This is an optimization exercise on Yosys and OpenROAD, whose aim is small area and a short achievable clock period, not a production implementation.

before:
Design loadStoreUnit, start of the top module:
module loadStoreUnit #(
    parameter int unsigned TimerStep = 1
) (
    input  logic clk,
    input  logic arstN,
    input  logic reqValid,
    input  logic reqWrite,
    input  rvMemPkg::widthCode reqWidth,
    input  logic [rvMemPkg::xlen-1:0] reqAddr,
    input  logic [rvMemPkg::xlen-1:0] reqWdata,
    input  logic [rvMemPkg::xlen-1:0] rdataMem,
    input  logic memStall,
    output logic busy,
    output logic done,
    output logic [rvMemPkg::xlen-1:0] rdData,
    output logic [rvMemPkg::xlen-1:0] address,
    output logic weMem,
    output logic reMem,
    output logic [rvMemPkg::xlen-1:0] wdataMem,
    output logic [rvMemPkg::maskWidth-1:0] wmaskMem,
    output logic timerIrq
);
    logic [rvMemPkg::xlen-1:0] heldAddr;
    logic [rvMemPkg::xlen-1:0] heldWdata;
    logic [rvMemPkg::maskWidth-1:0] heldMask;
    logic [1:0] heldSize;
    logic [2:0] loadBase;
    logic [7:0] loadExtSel;
    logic [2:0] loadSource;
    logic captureLoad;
    logic timerRead;
    logic timerReadMtime;
    logic timerReadMtimecmp;
    logic writeMtime;
    logic writeMtimecmp;
    logic acceptMtimecmpWrite;
    logic [3:0] notLoadMtimecmp;
    logic [rvMemPkg::xlen-1:0] mtime;
    logic [rvMemPkg::xlen-1:0] mtimecmp;
    accessControl uAccessControl (
        .clk(clk),
        .arstN(arstN),
        .reqValid(reqValid),
        .reqWrite(reqWrite),
        .reqWidth(reqWidth),
        .reqAddr(reqAddr),
        .reqWdata(reqWdata),
        .memStall(memStall),
        .busy(busy),
        .done(done),
        .weMem(weMem),
        .reMem(reMem),
        .heldAddr(heldAddr),
  ...
For scale: ~2100 cells after synthesis.
==> module mmioTimer, before the edit <==
module mmioTimer #(
    parameter int unsigned TimerStep = 1
) (
    input  logic clk,
    input  logic arstN,
    input  logic [rvMemPkg::xlen-1:0] reqWdata,
    input  logic busy,
    input  logic reqAddrBit3,                
    input  logic [3:0] notLoadMtimecmp,      
    input  logic writeMtime,                 
    input  logic writeMtimecmp,              
    input  logic [rvMemPkg::xlen-1:0] heldWdata,
    output logic [rvMemPkg::xlen-1:0] mtime,
    output logic [rvMemPkg::xlen-1:0] mtimecmp,
    output logic timerIrq
);
    localparam int xlen = rvMemPkg::xlen;
    logic [xlen-1:0] mtimeInc;
    logic mtimeAllOnes;
    logic [xlen-1:0] mtimeNext;
    logic [xlen-1:0] mtimecmpNext;
    logic [xlen-1:0] other;
    logic [7:0] halfNotGt;
    logic [7:0] halfNotLt;
    logic [7:0] heldNotGt;
    logic [7:0] heldNotLt;
    logic dataGt;
    logic dataLt;
    logic mtimeWasAllOnes;
    logic notIncEqCmp;
    logic notEqCmp;
    logic irqRest;
    logic irqStep;
    logic irqNext;
    logic [3:0] notCarryIn;                  
    logic [4:1] onesBelowNext;
    for (genvar a = 1; a <= 4; a++) begin : gOnesBelow
        assign onesBelowNext[a] = writeMtime ? (&heldWdata[16*a-1:0]) :
                                  ((&mtime[16*a-1:1]) && !mtime[0]);
    end
    always_ff @(posedge clk or negedge arstN) begin
        if (!arstN) begin
            notCarryIn <= '1;
            mtimeAllOnes <= 1'b0;
        end else begin
            notCarryIn <= {~onesBelowNext[3:1], 1'b1};
            mtimeAllOnes <= onesBelowNext[4];
        end
    end
    timerIncrement uIncrement (
        .value(mtime),
        .notCarryIn(notCarryIn[3:1]),
        .inc(mtimeInc)
    );
    assign mtimeNext = writeMtime ? heldWdata :
                       ((TimerStep == 1) ? mtimeInc : mtime + xlen'(TimerStep));
    for (genvar j = 0; j < 4; j++) begin : gCmpNext
        assign mtimecmpNext[16*j +: 16] = notLoadMtimecmp[j] ? mtimecmp[16*j +: 16] : reqWdata[16*j +: 16];
    end
    assign other = reqAddrBit3 ? mtimecmp : mtime;
    compareFront uFront (
        .a(reqWdata),
        .b(other),
        .notGt(halfNotGt),
        .notLt(halfNotLt)
    );
    always_ff @(posedge clk) begin
        heldNotGt <= halfNotGt;
        heldNotLt <= halfNotLt;
        mtimeWasAllOnes <= mtimeAllOnes;
    end
    compareBack uBack (
        .notGtIn(heldNotGt),
        .notLtIn(heldNotLt),
        .gt(dataGt),
        .lt(dataLt)
    );
    incEqual uIncEqual (
        .value(mtime),
        .target(mtimecmp),
        .notIncEq(notIncEqCmp),
        .notEq(notEqCmp)
    );
    always_comb begin
        if (writeMtime) begin
            irqRest = !dataLt;
        end else if (writeMtimecmp) begin
            irqRest = !mtimeAllOnes && (!notEqCmp || (!mtimeWasAllOnes && !dataGt));
        end else begin
            irqRest = !mtimeAllOnes && timerIrq;
        end
    end
    irqJoin uJoin (
        .notIncEq(notIncEqCmp),
        .writeMtime(writeMtime),
        .rest(irqRest),
        .irq(irqStep)
    );
    assign irqNext = (TimerStep == 1) ? irqStep : (mtimeNext >= mtimecmp);
    always_ff @(posedge clk or negedge arstN) begin
        if (!arstN) begin
            mtime <= '0;
            mtimecmp <= platformPkg::mtimecmpReset;
            timerIrq <= 1'b0;
        end else begin
            mtime <= mtimeNext;
            mtimecmp <= mtimecmpNext;
            timerIrq <= irqNext;
        end
    end
endmodule
==> module compareFront, before the edit <==
module compareFront (
    input  logic [63:0] a,
    input  logic [63:0] b,
    output logic [7:0] notGt,
    output logic [7:0] notLt
);
    logic [63:0] g0;
    logic [63:0] l0;
    logic [31:0] g1;
    logic [31:0] l1;
    logic [15:0] g2;
    logic [15:0] l2;
    assign g0 = a & ~b;
    assign l0 = ~a & b;
    for (genvar i = 0; i < 32; i++) begin : gL1
        compareNodePos uNode (
            .gtHigh(g0[2*i+1]), .ltHigh(l0[2*i+1]),
            .gtLow(g0[2*i]), .ltLow(l0[2*i]),
            .notGt(g1[i]), .notLt(l1[i])
        );
    end
    for (genvar i = 0; i < 16; i++) begin : gL2
        compareNodeNeg uNode (
            .notGtHigh(g1[2*i+1]), .notLtHigh(l1[2*i+1]),
            .notGtLow(g1[2*i]), .notLtLow(l1[2*i]),
            .gt(g2[i]), .lt(l2[i])
        );
    end
    for (genvar i = 0; i < 8; i++) begin : gL3
        compareNodePos uNode (
            .gtHigh(g2[2*i+1]), .ltHigh(l2[2*i+1]),
            .gtLow(g2[2*i]), .ltLow(l2[2*i]),
            .notGt(notGt[i]), .notLt(notLt[i])
        );
    end
endmodule
export LEC_CHECK = 0
export CAP_MARGIN = 20
export CORE_MARGIN = 2
export CORE_UTILIZATION = 55
export CTS_BUF_LIST = sky130_fd_sc_hd__clkbuf_8
export CTS_CLUSTER_DIAMETER = 70
export CTS_CLUSTER_SIZE = 12
export SETUP_SLACK_MARGIN = 1.8
export SLEW_MARGIN = 20
export SYNTH_HIERARCHICAL = 1
create_clock -name core_clock -period 4.1 [get_ports {clk}]
standard.sh (not shown) runs the stock make flow with config.mk's settings and CLKGATE_MAP_FILE= SYNTH_SCRIPT=/design/flow/synth_recipe.tcl, a recipe that flattens the netlist after the stock synthesis.
==> flow/flow/run.sh <==
#!/bin/bash
# The standard layout, with plain buffers on the ports instead of the
# delay cells buffer_ports picks by default. Every port still gets a buffer.
set -euo pipefail
export BUFFER_PORTS_ARGS="-buffer_cell sky130_fd_sc_hd__buf_1"
bash standard.sh > standard.log 2>&1
Per the final summary, before finished and its layout is clean on timing, DRC and antenna.
Modified inputs, after compared to before
--- a/flow/design.v
+++ b/flow/design.v
@@ -359,11 +359,10 @@
     localparam int xlen = rvMemPkg::xlen;
     logic [xlen-1:0] mtimeInc;
     logic mtimeAllOnes;
     logic [xlen-1:0] mtimeNext;
     logic [xlen-1:0] mtimecmpNext;
-    logic [xlen-1:0] other;
     logic [7:0] halfNotGt;
     logic [7:0] halfNotLt;
     logic [7:0] heldNotGt;
     logic [7:0] heldNotLt;
     logic dataGt;
@@ -374,14 +373,23 @@
     logic irqRest;
     logic irqStep;
     logic irqNext;
     logic [3:0] notCarryIn;                  
     logic [4:1] onesBelowNext;
-    for (genvar a = 1; a <= 4; a++) begin : gOnesBelow
-        assign onesBelowNext[a] = writeMtime ? (&heldWdata[16*a-1:0]) :
-                                  ((&mtime[16*a-1:1]) && !mtime[0]);
-    end
+    logic [4:1] dataOnesBelow;
+    logic [4:1] stepOnesBelow;
+    onesBelowGroups uDataOnes (
+        .value(heldWdata),
+        .lowInverted(1'b0),
+        .onesBelow(dataOnesBelow)
+    );
+    onesBelowGroups uStepOnes (
+        .value(mtime),
+        .lowInverted(1'b1),
+        .onesBelow(stepOnesBelow)
+    );
+    assign onesBelowNext = writeMtime ? dataOnesBelow : stepOnesBelow;
     always_ff @(posedge clk or negedge arstN) begin
         if (!arstN) begin
             notCarryIn <= '1;
             mtimeAllOnes <= 1'b0;
         end else begin
@@ -397,14 +405,15 @@
     assign mtimeNext = writeMtime ? heldWdata :
                        ((TimerStep == 1) ? mtimeInc : mtime + xlen'(TimerStep));
     for (genvar j = 0; j < 4; j++) begin : gCmpNext
         assign mtimecmpNext[16*j +: 16] = notLoadMtimecmp[j] ? mtimecmp[16*j +: 16] : reqWdata[16*j +: 16];
     end
-    assign other = reqAddrBit3 ? mtimecmp : mtime;
     compareFront uFront (
         .a(reqWdata),
-        .b(other),
+        .bSel(reqAddrBit3),
+        .bOne(mtimecmp),
+        .bZero(mtime),
         .notGt(halfNotGt),
         .notLt(halfNotLt)
     );
     always_ff @(posedge clk) begin
         heldNotGt <= halfNotGt;
@@ -507,24 +516,48 @@
             );
         end
     end
     assign inc = value ^ carry;
 endmodule
+module onesBelowGroups (
+    input  logic [63:0] value,
+    input  logic lowInverted,
+    output logic [4:1] onesBelow
+);
+    logic [63:0] bits;
+    logic [15:0] notQuad;
+    logic [3:0] group;
+    assign bits = {value[63:1], value[0] ^ lowInverted};
+    for (genvar i = 0; i < 16; i++) begin : gQuad
+        gateNand #(.N(4)) uQuad (.a(bits[4*i +: 4]), .y(notQuad[i]));
+    end
+    for (genvar a = 0; a < 4; a++) begin : gGroup
+        gateNor #(.N(4)) uGroup (.a(notQuad[4*a +: 4]), .y(group[a]));
+    end
+    assign onesBelow[1] = group[0];
+    gateAnd #(.N(2)) uBelow2 (.a(group[1:0]), .y(onesBelow[2]));
+    gateAnd #(.N(3)) uBelow3 (.a(group[2:0]), .y(onesBelow[3]));
+    gateAnd #(.N(4)) uBelow4 (.a(group[3:0]), .y(onesBelow[4]));
+endmodule
 module compareFront (
     input  logic [63:0] a,
-    input  logic [63:0] b,
+    input  logic bSel,
+    input  logic [63:0] bOne,
+    input  logic [63:0] bZero,
     output logic [7:0] notGt,
     output logic [7:0] notLt
 );
+    logic [63:0] notB;
+    assign notB = ~(bSel ? bOne : bZero);
     logic [63:0] g0;
     logic [63:0] l0;
     logic [31:0] g1;
     logic [31:0] l1;
     logic [15:0] g2;
     logic [15:0] l2;
-    assign g0 = a & ~b;
-    assign l0 = ~a & b;
+    assign g0 = a & notB;
+    assign l0 = ~(a | notB);
     for (genvar i = 0; i < 32; i++) begin : gL1
         compareNodePos uNode (
             .gtHigh(g0[2*i+1]), .ltHigh(l0[2*i+1]),
             .gtLow(g0[2*i]), .ltLow(l0[2*i]),
             .notGt(g1[i]), .notLt(l1[i])
Results
- before has higher global-route usage than after.
- There was hardly any difference in share of final layout cell area taken by non-clock buffers between after and before.
- Final global-route overflow total came out exactly the same in before and after.
- after vs. before: number of buffers created by CTS went up by 1.
- On final setup skew, before tracks after almost exactly.
- Final wirelength shrinks slightly when moving from before to after.
- [after] multi-input gate share of total cell area fell 0.98 points relative to before
- Post-route cell area delta (after − before): favourable
- [compare] base=before new=after: number of nets in the synthesized netlist stayed essentially flat; post-CTS setup buffer count +2.
- Compared with before, after improves maximum resistive drop on vdd.
- The area occupied by registers was comparable across before and after.
- Compared with before, in after die area dropped 1.4%; wire length of the first global-routing pass down about 3.6%.
Function was not checked in any run of this note: the RTL went through the layout flow alone.

[separate check: timing with driven ports]
In the flow no input, the clock included, has a driving cell. The finished layouts below were timed again as built, in two steps.
Step 1, drivers: a clkbuf_16 drives clk and a buf_2 each remaining input, both assumed.
Step 2 adds t to the input delays and takes it off the output delays; t is the mean of the earliest and latest rising clock arrival at the registers after step 1. Input paths then give back, and output paths get back, about the clock's delay inside the block.
a / b / c = ideal ports / drivers / drivers and shift; a / b = the first two.
| run | shift t [ns] | setup WS [ns] | worst setup path after step 2 | worst data-port slew with drivers (ns) | pins driven straight from the clock port |
|---|---|---|---|---|---|
| before | 0.693 | 1.862 / 1.809 / 1.195 | input to register | 0.11 | 1 |
| after | 0.694 | 1.827 / 1.827 / 1.147 | input to register | 0.10 | 1 |
After both steps every run listed still meets setup and hold. The setup slack of after, which loses most, moves by 0.000 ns with the drivers and by -0.680 ns with both steps.
